Context: an optimization exercise on an open-source flow, tuned for small area, a short achievable clock period and few clock cycles per item. The choices shown serve that exercise and are no tape-out recipe.
Only simulation tests tie the RTL to the original design; equivalence was not proved.
No activity file was given, so power comes from the tool's default toggle rates.

Setup of alpha:
==> module page_translator, before the edit <==
module page_translator (
    input logic clock,
    input logic reset,
    input logic [15:0] index_high,  
    input logic [15:0] index_low,   
    input logic [15:0] load_high_n,  
    input logic [15:0] load_low_n,   
    input mmu_pkg::frame_t frame_in,
    output logic [3:0][mmu_pkg::frame_width-1:0] quarters  
);
    localparam int table_entries = mmu_pkg::table_entries;
    logic [table_entries-1:0][mmu_pkg::frame_width-1:0] page_table;
    logic [table_entries-1:0] select;
    logic [table_entries-1:0] write_enable;
    logic [3:0][mmu_pkg::frame_width-1:0] quarter_select;
    always_comb begin
        for (int i = 0; i < table_entries; i++) begin
            select[i] = index_high[i / 16] && index_low[i % 16];
        end
    end
    always_comb begin
        for (int i = 0; i < table_entries; i++) begin
            write_enable[i] = !(load_high_n[i / 16] || load_low_n[i % 16]);
        end
    end
    always_comb begin
        quarter_select = '0;
        for (int i = 0; i < table_entries; i++) begin
            quarter_select[i / 64] = quarter_select[i / 64]
                | (page_table[i] & {mmu_pkg::frame_width{select[i]}});
        end
    end
    always_ff @(posedge clock) begin
        for (int i = 0; i < table_entries; i++) begin
            if (write_enable[i]) begin
                page_table[i] <= frame_in;
            end
        end
        quarters <= quarter_select;
    end
endmodule
==> module cpu6_mmu, before the edit <==
module cpu6_mmu #(
    parameter int queue_depth = 4
) (
    input logic clock,
    input logic reset,
    input logic [mmu_pkg::page_base_width-1:0] page_base,
    input mmu_pkg::request_t request,
    input logic request_valid,
    output logic request_ready,
    output mmu_pkg::response_t response,
    output logic response_valid,
    input logic response_ready,
    output mmu_pkg::physical_addr_t address_bus,
    output mmu_pkg::data_t data_out,
    input mmu_pkg::data_t data_in,
    output logic write_en
);
    localparam int room = queue_depth + 1;
    logic issue_valid;
    logic issue_load;
    logic issue_write;
    logic [15:0] issue_high;  
    logic [15:0] issue_low;
    logic [15:0] issue_load_high_n;  
    logic [15:0] issue_load_low_n;   
    logic [mmu_pkg::offset_width-1:8] issue_offset_top;
    mmu_pkg::frame_t issue_offset_low;  
    mmu_pkg::data_t issue_data;
    logic lookup_valid;
    logic lookup_write;
    logic [mmu_pkg::offset_width-1:0] lookup_offset;
    mmu_pkg::data_t lookup_data;
    logic [3:0][mmu_pkg::frame_width-1:0] lookup_quarters;
    logic accept;
    logic accept_access;
    logic request_load;
    logic [mmu_pkg::page_index_width-1:0] request_index;
    logic [mmu_pkg::page_index_width-1:0] load_index;
    logic response_taken;
    logic [room-1:0] outstanding;
    mmu_pkg::frame_t frame;
    mmu_pkg::response_t result;
    logic result_valid;
    assign accept = request_valid && request_ready;
    assign request_load = (request.opcode == mmu_pkg::op_load_page);
    assign accept_access = accept && !request_load;
    assign request_index = {page_base, request.payload.address[15:11]};  
    assign load_index = request.payload.load.index;
    assign response_taken = response_valid && response_ready;
    always_ff @(posedge clock or posedge reset) begin
        if (reset) begin
            outstanding <= '0;
            request_ready <= 1'b0;  
            issue_valid <= 1'b0;
            lookup_valid <= 1'b0;
            issue_load_high_n <= '0;
            issue_load_low_n <= '0;
            issue_offset_low <= '0;
        end else begin
            if (accept_access && !response_taken) begin
                outstanding <= {outstanding[room-2:0], 1'b1};
            end else if (response_taken && !accept_access) begin
                outstanding <= {1'b0, outstanding[room-1:1]};
            end
            request_ready <= !(outstanding[room-1] && !response_taken)
                && !(outstanding[room-2] && accept_access && !response_taken);
            for (int i = 0; i < 16; i++) begin
                issue_load_high_n[i] <= !(accept && request_load && load_index[7:4] == 4'(i));
                issue_load_low_n[i] <= (load_index[3:0] != 4'(i));
            end
            issue_offset_low <= request.payload.address[7:0];
            issue_valid <= accept;
            lookup_valid <= issue_valid && !issue_load;
        end
    end
    always_ff @(posedge clock) begin
        issue_load <= request_load;
        issue_write <= (request.opcode == mmu_pkg::op_write);
        for (int i = 0; i < 16; i++) begin
            issue_high[i] <= (request_index[7:4] == 4'(i));
            issue_low[i] <= (request_index[3:0] == 4'(i));
        end
        issue_offset_top <= request.payload.address[10:8];
        issue_data <= request.write_data;
        lookup_write <= issue_write;
        lookup_offset <= {issue_offset_top, issue_offset_low};
        lookup_data <= issue_data;
    end
    page_translator u_translator (
        .clock(clock),
        .reset(reset),
        .index_high(issue_high),
        .index_low(issue_low),
        .load_high_n(issue_load_high_n),
        .load_low_n(issue_load_low_n),
        .frame_in(issue_offset_low),
        .quarters(lookup_quarters)
    );
    assign frame = lookup_quarters[0] | lookup_quarters[1] | lookup_quarters[2]
        | lookup_quarters[3];
    bus_cycle_unit u_bus (
        .clock(clock),
        .reset(reset),
        .issue(lookup_valid),
        .issue_write(lookup_write),
        .issue_address({frame, lookup_offset}),
        .issue_data(lookup_data),
        .address_bus(address_bus),
        .data_out(data_out),
        .data_in(data_in),
        .write_en(write_en),
        .result(result),
        .result_valid(result_valid)
    );
    op_queue #(
        .depth(queue_depth)
    ) u_queue (
        .clock(clock),
        .reset(reset),
        .in_data(result),
        .in_valid(result_valid),
        .response(response),
        .response_valid(response_valid),
        .response_ready(response_ready)
    );
endmodule
export LEC_CHECK = 0
export CAP_MARGIN = 20
export CORE_MARGIN = 2
export CORE_UTILIZATION = 70
export CTS_CLUSTER_DIAMETER = 90
export CTS_CLUSTER_SIZE = 25
export SETUP_SLACK_MARGIN = 5.0
export SLEW_MARGIN = 20
create_clock -name core_clock -period 8.0 [get_ports {clock}]
standard.sh (not shown) runs the stock make flow with config.mk's settings and CLKGATE_MAP_FILE= SYNTH_SCRIPT=/design/flow/synth_recipe.tcl, a recipe that flattens the netlist after the stock synthesis.
==> flow/flow/run.sh <==
#!/bin/bash
# Standard layout, with the port buffers made from plain buffers (buffer_ports
# otherwise picks a delay buffer, which slows every input and output path).
set -euo pipefail
export BUFFER_PORTS_ARGS="-buffer_cell sky130_fd_sc_hd__buf_2"
bash standard.sh finish > make_flow.log 2>&1
Testbench counts of alpha, summed over its fixed seeds: cycles 20,031, responses 18,164.
Edits applied to the flow inputs when going from alpha to beta:
--- a/flow/design.v
+++ b/flow/design.v
@@ -42,7 +42,7 @@
     input logic clock,
     input logic reset,
     input logic [15:0] index_high,  
-    input logic [15:0] index_low,   
+    input logic [3:0][15:0] index_quarter_low,  
     input logic [15:0] load_high_n,  
     input logic [15:0] load_low_n,   
     input mmu_pkg::frame_t frame_in,
@@ -55,7 +55,7 @@
     logic [3:0][mmu_pkg::frame_width-1:0] quarter_select;
     always_comb begin
         for (int i = 0; i < table_entries; i++) begin
-            select[i] = index_high[i / 16] && index_low[i % 16];
+            select[i] = index_high[i / 16] && index_quarter_low[i / 64][i % 16];
         end
     end
     always_comb begin
@@ -203,8 +203,8 @@
     logic issue_valid;
     logic issue_load;
     logic issue_write;
-    logic [15:0] issue_high;  
-    logic [15:0] issue_low;
+    logic [15:0] issue_high;
+    logic [3:0][15:0] issue_quarter_low;
     logic [15:0] issue_load_high_n;  
     logic [15:0] issue_load_low_n;   
     logic [mmu_pkg::offset_width-1:8] issue_offset_top;
@@ -262,7 +262,10 @@
         issue_write <= (request.opcode == mmu_pkg::op_write);
         for (int i = 0; i < 16; i++) begin
             issue_high[i] <= (request_index[7:4] == 4'(i));
-            issue_low[i] <= (request_index[3:0] == 4'(i));
+            for (int q = 0; q < 4; q++) begin
+                issue_quarter_low[q][i] <= (request_index[3:0] == 4'(i))
+                    && (request_index[7:6] == 2'(q));
+            end
         end
         issue_offset_top <= request.payload.address[10:8];
         issue_data <= request.write_data;
@@ -274,7 +277,7 @@
         .clock(clock),
         .reset(reset),
         .index_high(issue_high),
-        .index_low(issue_low),
+        .index_quarter_low(issue_quarter_low),
         .load_high_n(issue_load_high_n),
         .load_low_n(issue_load_low_n),
         .frame_in(issue_offset_low),
## What came out
- Diff alpha -> beta | wire length | up by a few percent
- Sort beta and alpha by global router's overall resource usage asc -> top: alpha
- beta vs alpha: area share of buffers outside the clock network up in beta
- beta vs alpha: clock power up
- Changes observed in beta relative to alpha: combinational group share of total power moved down, flip-flop and latch count moved up, portion of the layout cell area used by clock cells ~0 delta.
- Re number of antenna violations at the first check in global routing: beta is 4 down on alpha.
- Distinct cell type count after synthesis grows by a few percent when moving from alpha to beta.
- Taking alpha as the reference, in beta wire length of the first global-routing pass went up by 8.5 mm; net switching component of the power moved down.
Testbench counts of beta, summed over its fixed seeds: cycles 20,031, responses 18,164.

[re-timing with driven ports]
No port has a modelled driver above. Below, the same layouts with a new extraction and two added sets of constraints.
Step 1 assumes that a clkbuf_16 drives the clock port and a buf_2 every other input.
Step 2 also shifts input and output timing later by t, the mid clock arrival at the registers, as if the neighbouring blocks saw the same clock.
Slacks: ideal ports / drivers / drivers and shift; pairs: ideal ports / drivers.
run	shift t [ns]	slack for setup (ns)	worst setup path at the end	clock arrival spread, ns	pins driven straight from the clock port
alpha	0.810	5.121 / 5.039 / 4.748	input to register	0.026 / 0.026	1
beta	0.821	5.059 / 4.975 / 4.721	input to register	0.037 / 0.037	1
After both steps setup and hold are still met in every run listed. The setup slack of alpha, which loses most, moves by -0.082 ns with the drivers and by -0.373 ns with both steps.
